Context: an optimization exercise on an open-source flow, tuned for small area, a short achievable clock period and few clock cycles per item. The choices shown serve that exercise and are no tape-out recipe.
Where RTL was checked, it was by simulation tests only, not by an equivalence proof against the original.

==> inputs of run a <==
## tlb_fifo_lru_replacement_unit
module tlb_fifo_lru_replacement_unit #(
  parameter int unsigned ENTRIES = tlbfl_pkg::DEF_ENTRIES
) (
  input  logic                              clk,
  input  logic                              rst_n,
  input  logic                              in_valid,
  output logic                              in_ready,
  input  logic                              in_req_type,
  input  logic [tlbfl_pkg::PID_W-1:0]       in_proc_id,
  input  logic [tlbfl_pkg::PAGE_W-1:0]      in_page_num,
  input  logic [tlbfl_pkg::FRAME_W-1:0]     in_frame_in,
  output logic                              out_valid,
  input  logic                              out_ready,
  output logic                              out_hit,
  output logic [tlbfl_pkg::FRAME_W-1:0]     out_frame_out,
  output logic                              out_evicted,
  output logic [tlbfl_pkg::PAGE_W-1:0]      out_evicted_page,
  input  logic                              cfg_psel,
  input  logic                              cfg_penable,
  input  logic                              cfg_pwrite,
  input  logic [tlbfl_pkg::CFG_ADDR_W-1:0]  cfg_paddr,
  input  logic [tlbfl_pkg::CFG_DATA_W-1:0]  cfg_pwdata,
  output logic [tlbfl_pkg::CFG_DATA_W-1:0]  cfg_prdata,
  output logic                              cfg_pready
);
  localparam int unsigned N  = 16;
  localparam int unsigned PW = tlbfl_pkg::PID_W;
  localparam int unsigned GW = tlbfl_pkg::PAGE_W;
  ...
Settings: LEC_CHECK=0, CAP_MARGIN=20, CORE_MARGIN=2, CORE_UTILIZATION=40, SETUP_SLACK_MARGIN=4.0, SLEW_MARGIN=20; clock period 7.5 ns.
run.sh (not shown) runs the stock make flow with config.mk's settings and CLKGATE_MAP_FILE= SYNTH_SCRIPT=/design/flow/synth_recipe.tcl, a recipe that flattens the netlist after the stock synthesis.
==> run b: changes against run a <==
--- a/flow/design.v
+++ b/flow/design.v
@@ -154,19 +154,21 @@
   logic          req_v, req_t;
   logic [PW-1:0] req_pid;
   logic [GW-1:0] req_page;
   logic [FW-1:0] req_frame;
   logic          out_valid_r;
-  logic          fire;
+  logic          fire, req_ld;
   assign fire     = req_v && (!out_valid_r || out_ready);
-  assign in_ready = !req_v || fire;
+  logic          idle_q;
+  assign in_ready = idle_q || out_ready;
+  assign req_ld   = in_ready && in_valid;
   always_ff @(posedge clk) begin
     if (!rst_n) req_v <= 1'b0;
     else if (in_ready) req_v <= in_valid;
   end
   always_ff @(posedge clk) begin
-    if (in_ready) begin
+    if (req_ld) begin
       req_t     <= in_req_type;
       req_pid   <= in_proc_id;
       req_page  <= in_page_num;
       req_frame <= in_frame_in;
     end
@@ -202,41 +204,43 @@
         assign ins_bef[a][b] = 1'b0;
         assign below[a][b]   = 1'b0;
       end
     end
   end
-  logic         same_key, m_any, hit_n;
-  logic [N-1:0] m_raw, first_raw, first_n, first_q;
-  logic         hit_q;
+  logic         same_key;
+  logic [N-1:0] match_q, first_q;
+  logic         hit;
   assign same_key = (in_proc_id == req_pid) && (in_page_num == req_page);
-  assign m_raw    = valid_q & eq & ~wr_v;
-  assign m_any    = |m_raw;
   for (genvar i = 0; i < N; i++) begin : g_first
     logic [N-1:0] older_match;
     for (genvar j = 0; j < N; j++) begin : g_j
       if (j == i) begin : g_self
         assign older_match[j] = 1'b0;
       end else begin : g_other
-        assign older_match[j] = m_raw[j] && ins_bef[j][i];
+        assign older_match[j] = match_q[j] && ins_bef[j][i];
       end
     end
-    assign first_raw[i] = m_raw[i] && !(|older_match);
+    assign first_q[i] = match_q[i] && !(|older_match);
   end
-  assign first_n = m_any ? first_raw : (wr_v & {N{same_key}});
-  assign hit_n   = m_any || (same_key && (|wr_v));
-  always_ff @(posedge clk) begin
-    if (in_ready) begin
-      first_q <= first_n;
-      hit_q   <= hit_n;
+  assign hit = |match_q;
+  logic en, app_q, lkp_q, lru_q;
+  assign en = (capacity != '0);
+  always_ff @(posedge clk) begin
+    if (req_ld) begin
+      match_q <= (valid_q & eq & ~wr_v) | (wr_v & {N{same_key}});
+      app_q   <= en && (in_req_type == tlbfl_pkg::REQ_ADD);
+      lkp_q   <= en && (in_req_type == tlbfl_pkg::REQ_LOOKUP);
+      lru_q   <= en && (in_req_type == tlbfl_pkg::REQ_LOOKUP) &&
+                 (mode == tlbfl_pkg::MODE_LRU);
     end
   end
   logic [N-1:0] fifo_vic_q, lru_vic_q, fifo_rest, lru_rest, fifo_2nd, lru_2nd;
-  logic [N-1:0] vic, free_s, ins, top;
+  logic [N-1:0] fifo_vic_n, lru_vic_n, free_q, free_n, ins_q, ins_n, top;
   logic         empty;
   assign fifo_rest = valid_q & ~fifo_vic_q;
   assign lru_rest  = valid_q & ~lru_vic_q;
-  assign empty     = !(|valid_q);
+  assign empty     = !valid_q[0];
   for (genvar i = 0; i < N; i++) begin : g_sel
     logic [N-1:0] not_after, not_above;
     for (genvar j = 0; j < N; j++) begin : g_j
       if (j == i) begin : g_self
         assign not_after[j] = 1'b1;
@@ -246,58 +250,74 @@
         assign not_above[j] = !lru_rest[j] || below[i][j];
       end
     end
     assign fifo_2nd[i] = fifo_rest[i] && (&not_after);
     assign lru_2nd[i]  = lru_rest[i] && (&not_above);
-    if (i == 0) begin : g_f0
-      assign free_s[i] = !valid_q[0];
-    end else begin : g_fi
-      assign free_s[i] = !valid_q[i] && (&valid_q[i-1:0]);
-    end
   end
-  assign vic = (mode == tlbfl_pkg::MODE_LRU) ? lru_vic_q : fifo_vic_q;
-  logic [4:0] cnt_q;
-  logic       en, full, is_add, app_v, do_app, promote;
+  logic [4:0] cnt_q, cnt_n;
+  logic       full_q, full_n, do_app, grow;
+  logic [N-1:0] arm_q, arm_n;
+  logic         req_v_n, app_n;
   logic       res_hit, res_ev;
-  logic [FW-1:0] res_frame;
-  logic [GW-1:0] res_epage;
-  assign en      = (capacity != '0);
-  assign full    = (cnt_q >= capacity) || cnt_q[4];
-  assign is_add  = (req_t == tlbfl_pkg::REQ_ADD);
-  assign ins     = full ? vic : free_s;
-  assign app_v   = req_v && en && is_add;
-  assign do_app  = fire && en && is_add;
-  assign wr_v    = app_v ? ins : '0;
-  assign wr      = do_app ? ins : '0;
-  assign promote = fire && en && !is_add && (mode == tlbfl_pkg::MODE_LRU);
-  assign top     = wr | (promote ? first_q : '0);
-  assign res_hit = en && !is_add && hit_q;
-  assign res_ev  = en && is_add && full;
+  logic [FW-1:0] res_val;
+  assign do_app  = fire && app_q;
+  assign grow    = do_app && !full_q;
+  assign wr_v    = arm_q;
+  assign wr      = (!out_valid_r || out_ready) ? arm_q : '0;
+  assign top     = wr | ((fire && lru_q) ? first_q : '0);
+  assign res_hit = lkp_q && hit;
+  assign res_ev  = app_q && full_q;
   always_comb begin
-    res_frame = '0;
-    res_epage = '0;
+    res_val = '0;
     for (int i = 0; i < N; i++) begin
-      res_frame = res_frame | (frame_s[i] & {FW{first_q[i]}});
-      res_epage = res_epage | (page_s[i] & {GW{vic[i]}});
+      res_val = res_val | (frame_s[i] & {FW{first_q[i] && lkp_q}})
+                        | (page_s[i]  & {GW{ins_q[i] && app_q}});
     end
-    if (!res_hit) res_frame = '0;
-    if (!res_ev) res_epage = '0;
   end
+  always_comb begin
+    fifo_vic_n = fifo_vic_q;
+    lru_vic_n  = lru_vic_q;
+    if (|(wr & fifo_vic_q))  fifo_vic_n = (|fifo_rest) ? fifo_2nd : wr;
+    else if (empty)          fifo_vic_n = wr;
+    if (|(top & lru_vic_q))  lru_vic_n  = (|lru_rest) ? lru_2nd : top;
+    else if (empty)          lru_vic_n  = top;
+  end
+  logic [4:0]   cnt_inc;
+  logic         full_s, full_g;
+  logic [N-1:0] vic_n, free_inc;
+  assign cnt_inc  = cnt_q + 5'd1;
+  assign free_inc = {free_q[N-2:0], 1'b0};
+  assign full_s   = (cnt_q >= capacity) || cnt_q[4];
+  assign full_g   = (cnt_inc >= capacity) || cnt_inc[4];
+  assign vic_n    = (mode == tlbfl_pkg::MODE_LRU) ? lru_vic_n : fifo_vic_n;
+  assign cnt_n    = grow ? cnt_inc : cnt_q;
+  assign free_n   = grow ? free_inc : free_q;
+  assign full_n   = grow ? full_g : full_s;
+  assign ins_n    = grow ? (full_g ? vic_n : free_inc) : (full_s ? vic_n : free_q);
   always_ff @(posedge clk) begin
     if (!rst_n) begin
       valid_q <= '0;
       cnt_q   <= '0;
+      free_q  <= N'(1);
     end else begin
       valid_q <= valid_q | wr;
-      if (do_app && !full) cnt_q <= cnt_q + 5'd1;
+      cnt_q   <= cnt_n;
+      free_q  <= free_n;
     end
   end
+  assign req_v_n = in_ready ? in_valid : req_v;
+  assign app_n   = req_ld ? (en && (in_req_type == tlbfl_pkg::REQ_ADD)) : app_q;
+  assign arm_n   = (req_v_n && app_n) ? ins_n : '0;
+  always_ff @(posedge clk) begin
+    if (!rst_n) arm_q <= '0;
+    else        arm_q <= arm_n;
+  end
   always_ff @(posedge clk) begin
-    if (|(wr & fifo_vic_q))     fifo_vic_q <= (|fifo_rest) ? fifo_2nd : wr;
-    else if (empty)             fifo_vic_q <= wr;
-    if (|(top & lru_vic_q))     lru_vic_q  <= (|lru_rest) ? lru_2nd : top;
-    else if (empty)             lru_vic_q  <= top;
+    fifo_vic_q <= fifo_vic_n;
+    lru_vic_q  <= lru_vic_n;
+    ins_q      <= ins_n;
+    full_q     <= full_n;
   end
   for (genvar a = 0; a < N; a++) begin : g_wa
     for (genvar b = a + 1; b < N; b++) begin : g_wb
       always_ff @(posedge clk) begin
         if (wr[a])      old_q[a][b] <= 1'b0;
@@ -306,25 +326,28 @@
         else if (top[b]) rec_q[a][b] <= 1'b0;
       end
     end
   end
   logic          out_hit_r, out_ev_r;
-  logic [FW-1:0] out_frame_r;
-  logic [GW-1:0] out_epage_r;
+  logic [FW-1:0] out_val_r;
   always_ff @(posedge clk) begin
-    if (!rst_n) out_valid_r <= 1'b0;
-    else        out_valid_r <= fire || (out_valid_r && !out_ready);
+    if (!rst_n) begin
+      out_valid_r <= 1'b0;
+      idle_q      <= 1'b1;
+    end else begin
+      out_valid_r <= fire || (out_valid_r && !out_ready);
+      idle_q      <= !req_v_n || !(fire || (out_valid_r && !out_ready));
+    end
   end
   always_ff @(posedge clk) begin
     if (fire) begin
       out_hit_r   <= res_hit;
-      out_frame_r <= res_frame;
+      out_val_r   <= res_val;
       out_ev_r    <= res_ev;
-      out_epage_r <= res_epage;
     end
   end
   assign out_valid        = out_valid_r;
   assign out_hit          = out_hit_r;
-  assign out_frame_out    = out_frame_r;
+  assign out_frame_out    = out_val_r & {FW{out_hit_r}};
   assign out_evicted      = out_ev_r;
-  assign out_evicted_page = out_epage_r;
+  assign out_evicted_page = out_val_r & {GW{out_ev_r}};
 endmodule
--- a/flow/config.mk
+++ b/flow/config.mk
@@ -5,8 +5,10 @@
 export SDC_FILE = /design/flow/constraint.sdc
 export NUM_CORES = 4
 export LEC_CHECK = 0
 export CAP_MARGIN = 20
 export CORE_MARGIN = 2
-export CORE_UTILIZATION = 40
-export SETUP_SLACK_MARGIN = 4.0
+export CORE_UTILIZATION = 50
+export CTS_CLUSTER_DIAMETER = 110
+export CTS_CLUSTER_SIZE = 24
+export SETUP_SLACK_MARGIN = 4.15
 export SLEW_MARGIN = 20
==> run c: changes against run a <==
--- a/flow/design.v
+++ b/flow/design.v
@@ -169,119 +169,92 @@
       req_pid   <= in_proc_id;
       req_page  <= in_page_num;
       req_frame <= in_frame_in;
     end
   end
-  logic [N-1:0]         valid_q, eq, wr, wr_v;
+  logic [N-1:0]         valid_q, eq, match, wr;
   logic [N-1:0][GW-1:0] page_s;
   logic [N-1:0][FW-1:0] frame_s;
   for (genvar i = 0; i < N; i++) begin : g_slot
     tlbfl_cell u_cell (
       .clk      (clk),
       .wr_en    (wr[i]),
       .wr_pid   (req_pid),
       .wr_page  (req_page),
       .wr_frame (req_frame),
-      .key_pid  (in_proc_id),
-      .key_page (in_page_num),
+      .key_pid  (req_pid),
+      .key_page (req_page),
       .eq       (eq[i]),
       .page     (page_s[i]),
       .frame    (frame_s[i])
     );
   end
+  assign match = valid_q & eq;
   logic [N-1:0][N-1:0] old_q, rec_q;    
-  logic [N-1:0][N-1:0] ins_bef, below;  
+  logic [N-1:0][N-1:0] ins_bef, below;   
   for (genvar a = 0; a < N; a++) begin : g_ra
     for (genvar b = 0; b < N; b++) begin : g_rb
       if (a < b) begin : g_lt
         assign ins_bef[a][b] = old_q[a][b];
-        assign below[a][b]   = !rec_q[a][b];
+        assign below[a][b]  = !rec_q[a][b];
       end else if (a > b) begin : g_gt
         assign ins_bef[a][b] = !old_q[b][a];
-        assign below[a][b]   = rec_q[b][a];
+        assign below[a][b]  = rec_q[b][a];
       end else begin : g_eq
         assign ins_bef[a][b] = 1'b0;
-        assign below[a][b]   = 1'b0;
+        assign below[a][b]  = 1'b0;
       end
     end
   end
-  logic         same_key, m_any, hit_n;
-  logic [N-1:0] m_raw, first_raw, first_n, first_q;
-  logic         hit_q;
-  assign same_key = (in_proc_id == req_pid) && (in_page_num == req_page);
-  assign m_raw    = valid_q & eq & ~wr_v;
-  assign m_any    = |m_raw;
-  for (genvar i = 0; i < N; i++) begin : g_first
-    logic [N-1:0] older_match;
-    for (genvar j = 0; j < N; j++) begin : g_j
-      if (j == i) begin : g_self
-        assign older_match[j] = 1'b0;
-      end else begin : g_other
-        assign older_match[j] = m_raw[j] && ins_bef[j][i];
-      end
-    end
-    assign first_raw[i] = m_raw[i] && !(|older_match);
-  end
-  assign first_n = m_any ? first_raw : (wr_v & {N{same_key}});
-  assign hit_n   = m_any || (same_key && (|wr_v));
-  always_ff @(posedge clk) begin
-    if (in_ready) begin
-      first_q <= first_n;
-      hit_q   <= hit_n;
-    end
-  end
-  logic [N-1:0] fifo_vic_q, lru_vic_q, fifo_rest, lru_rest, fifo_2nd, lru_2nd;
-  logic [N-1:0] vic, free_s, ins, top;
-  logic         empty;
-  assign fifo_rest = valid_q & ~fifo_vic_q;
-  assign lru_rest  = valid_q & ~lru_vic_q;
-  assign empty     = !(|valid_q);
+  logic [N-1:0] first, fifo_vic, lru_vic, vic, free_s, ins, top;
   for (genvar i = 0; i < N; i++) begin : g_sel
-    logic [N-1:0] not_after, not_above;
+    logic [N-1:0] older_match, not_after, not_above;
     for (genvar j = 0; j < N; j++) begin : g_j
       if (j == i) begin : g_self
-        assign not_after[j] = 1'b1;
-        assign not_above[j] = 1'b1;
+        assign older_match[j] = 1'b0;
+        assign not_after[j]   = 1'b1;
+        assign not_above[j]   = 1'b1;
       end else begin : g_other
-        assign not_after[j] = !fifo_rest[j] || ins_bef[i][j];
-        assign not_above[j] = !lru_rest[j] || below[i][j];
+        assign older_match[j] = match[j] && ins_bef[j][i];
+        assign not_after[j]   = !valid_q[j] || ins_bef[i][j];
+        assign not_above[j]   = !valid_q[j] || below[i][j];
       end
     end
-    assign fifo_2nd[i] = fifo_rest[i] && (&not_after);
-    assign lru_2nd[i]  = lru_rest[i] && (&not_above);
+    assign first[i]    = match[i] && !(|older_match);
+    assign fifo_vic[i] = valid_q[i] && (&not_after);
+    assign lru_vic[i]  = valid_q[i] && (&not_above);
     if (i == 0) begin : g_f0
       assign free_s[i] = !valid_q[0];
     end else begin : g_fi
       assign free_s[i] = !valid_q[i] && (&valid_q[i-1:0]);
     end
   end
-  assign vic = (mode == tlbfl_pkg::MODE_LRU) ? lru_vic_q : fifo_vic_q;
+  assign vic = (mode == tlbfl_pkg::MODE_LRU) ? lru_vic : fifo_vic;
   logic [4:0] cnt_q;
-  logic       en, full, is_add, app_v, do_app, promote;
+  logic       en, full, is_add, hit, do_app, promote;
   logic       res_hit, res_ev;
   logic [FW-1:0] res_frame;
   logic [GW-1:0] res_epage;
   assign en      = (capacity != '0);
   assign full    = (cnt_q >= capacity) || cnt_q[4];
   assign is_add  = (req_t == tlbfl_pkg::REQ_ADD);
+  assign hit     = |match;
   assign ins     = full ? vic : free_s;
-  assign app_v   = req_v && en && is_add;
   assign do_app  = fire && en && is_add;
-  assign wr_v    = app_v ? ins : '0;
   assign wr      = do_app ? ins : '0;
   assign promote = fire && en && !is_add && (mode == tlbfl_pkg::MODE_LRU);
-  assign top     = wr | (promote ? first_q : '0);
-  assign res_hit = en && !is_add && hit_q;
+  assign top     = wr | (promote ? first : '0);
+  assign res_hit = en && !is_add && hit;
   assign res_ev  = en && is_add && full;
   always_comb begin
     res_frame = '0;
     res_epage = '0;
     for (int i = 0; i < N; i++) begin
-      res_frame = res_frame | (frame_s[i] & {FW{first_q[i]}});
+      res_frame = res_frame | (frame_s[i] & {FW{first[i]}});
       res_epage = res_epage | (page_s[i] & {GW{vic[i]}});
     end
-    if (!res_hit) res_frame = '0;
+    if (!(en && !is_add)) res_frame = '0;
     if (!res_ev) res_epage = '0;
   end
   always_ff @(posedge clk) begin
     if (!rst_n) begin
       valid_q <= '0;
@@ -289,16 +262,10 @@
     end else begin
       valid_q <= valid_q | wr;
       if (do_app && !full) cnt_q <= cnt_q + 5'd1;
     end
   end
-  always_ff @(posedge clk) begin
-    if (|(wr & fifo_vic_q))     fifo_vic_q <= (|fifo_rest) ? fifo_2nd : wr;
-    else if (empty)             fifo_vic_q <= wr;
-    if (|(top & lru_vic_q))     lru_vic_q  <= (|lru_rest) ? lru_2nd : top;
-    else if (empty)             lru_vic_q  <= top;
-  end
   for (genvar a = 0; a < N; a++) begin : g_wa
     for (genvar b = a + 1; b < N; b++) begin : g_wb
       always_ff @(posedge clk) begin
         if (wr[a])      old_q[a][b] <= 1'b0;
         else if (wr[b]) old_q[a][b] <= 1'b1;
--- a/flow/config.mk
+++ b/flow/config.mk
@@ -6,7 +6,6 @@
 export NUM_CORES = 4
 export LEC_CHECK = 0
 export CAP_MARGIN = 20
 export CORE_MARGIN = 2
 export CORE_UTILIZATION = 40
-export SETUP_SLACK_MARGIN = 4.0
 export SLEW_MARGIN = 20
==> run summary <==
|  | run c | run b | run a |
|---|---|---|---|
| Outcome | timing/DRC/antenna clean | timing/DRC/antenna clean | timing/DRC/antenna clean |
| Final cell area excluding filler cells | 0.06333 sq mm | 0.06359 sq mm | 0.06951 sq mm |
| Number of synthesized flops with an enable pin | 995 | 992 | 1,044 |
| Slowest cell delay on critical path | 0.98 ns | 0.81 ns | 0.69 ns |
| Proportion of netlist area held by the largest area contributor | 54.30% | 51.87% | 54.95% |
| Synthesis-to-layout area growth | 15.08% | 10.74% | 21.84% |
| Crit path launch type | flip-flop | input port | input port |
| Count of cells along the worst register-to-register path | 9 | 7 | 12 |
| Count of mapped cells out of synthesis | 4,228 | 4,562 | 4,481 |
| Signal arrival time at the worst endpoint | 5.96 ns | 4.10 ns | 4.38 ns |
| Min Hold Slack | 0.4576 ns | 0.4693 ns | 0.4620 ns |
| Vias in the first global route | 38,000 | 38,780 | 40,960 |
| Seq cells | 1,264 | 1,344 | 1,313 |
| Syn_area_per_cell | 13.02 sq um | 12.59 sq um | 12.73 sq um |
| Routed WL | 224.7 mm | 230.4 mm | 246.3 mm |
Testbench counts of run b, summed over its fixed seeds: cycles 17,632, items 17,600.
Function not checked in run a and run c: the RTL went through the layout flow alone.

-- what the ideal ports hide --
No port has a modelled driver above. Below, the same layouts with a new extraction and two added sets of constraints. Step 1 assumes that a clkbuf_16 drives the clock port and a buf_2 every other input. Step 2 also shifts input and output timing later by t, the mid clock arrival at the registers, as if the neighbouring blocks saw the same clock. Three values: ideal ports, drivers, drivers and shift; two values: the first two.
| run | shift t [ns] | setup WS [ns] | latest minus earliest clock arrival (ns) | worst slew at a driven data input, ns |
|---|---|---|---|---|
| run a | 0.859 | 3.637 / 3.637 / 2.777 | 0.072 / 0.073 | 0.27 |
| run b | 0.786 | 3.939 / 3.947 / 3.212 | 0.044 / 0.043 | 0.05 |
| run c | 0.869 | 2.041 / 2.041 / 2.041 | 0.037 / 0.037 | 0.08 |
After both steps every run listed still meets setup and hold. For run a, which loses most, drivers alone change the setup slack by 0.000 ns; drivers and shift together by -0.860 ns.
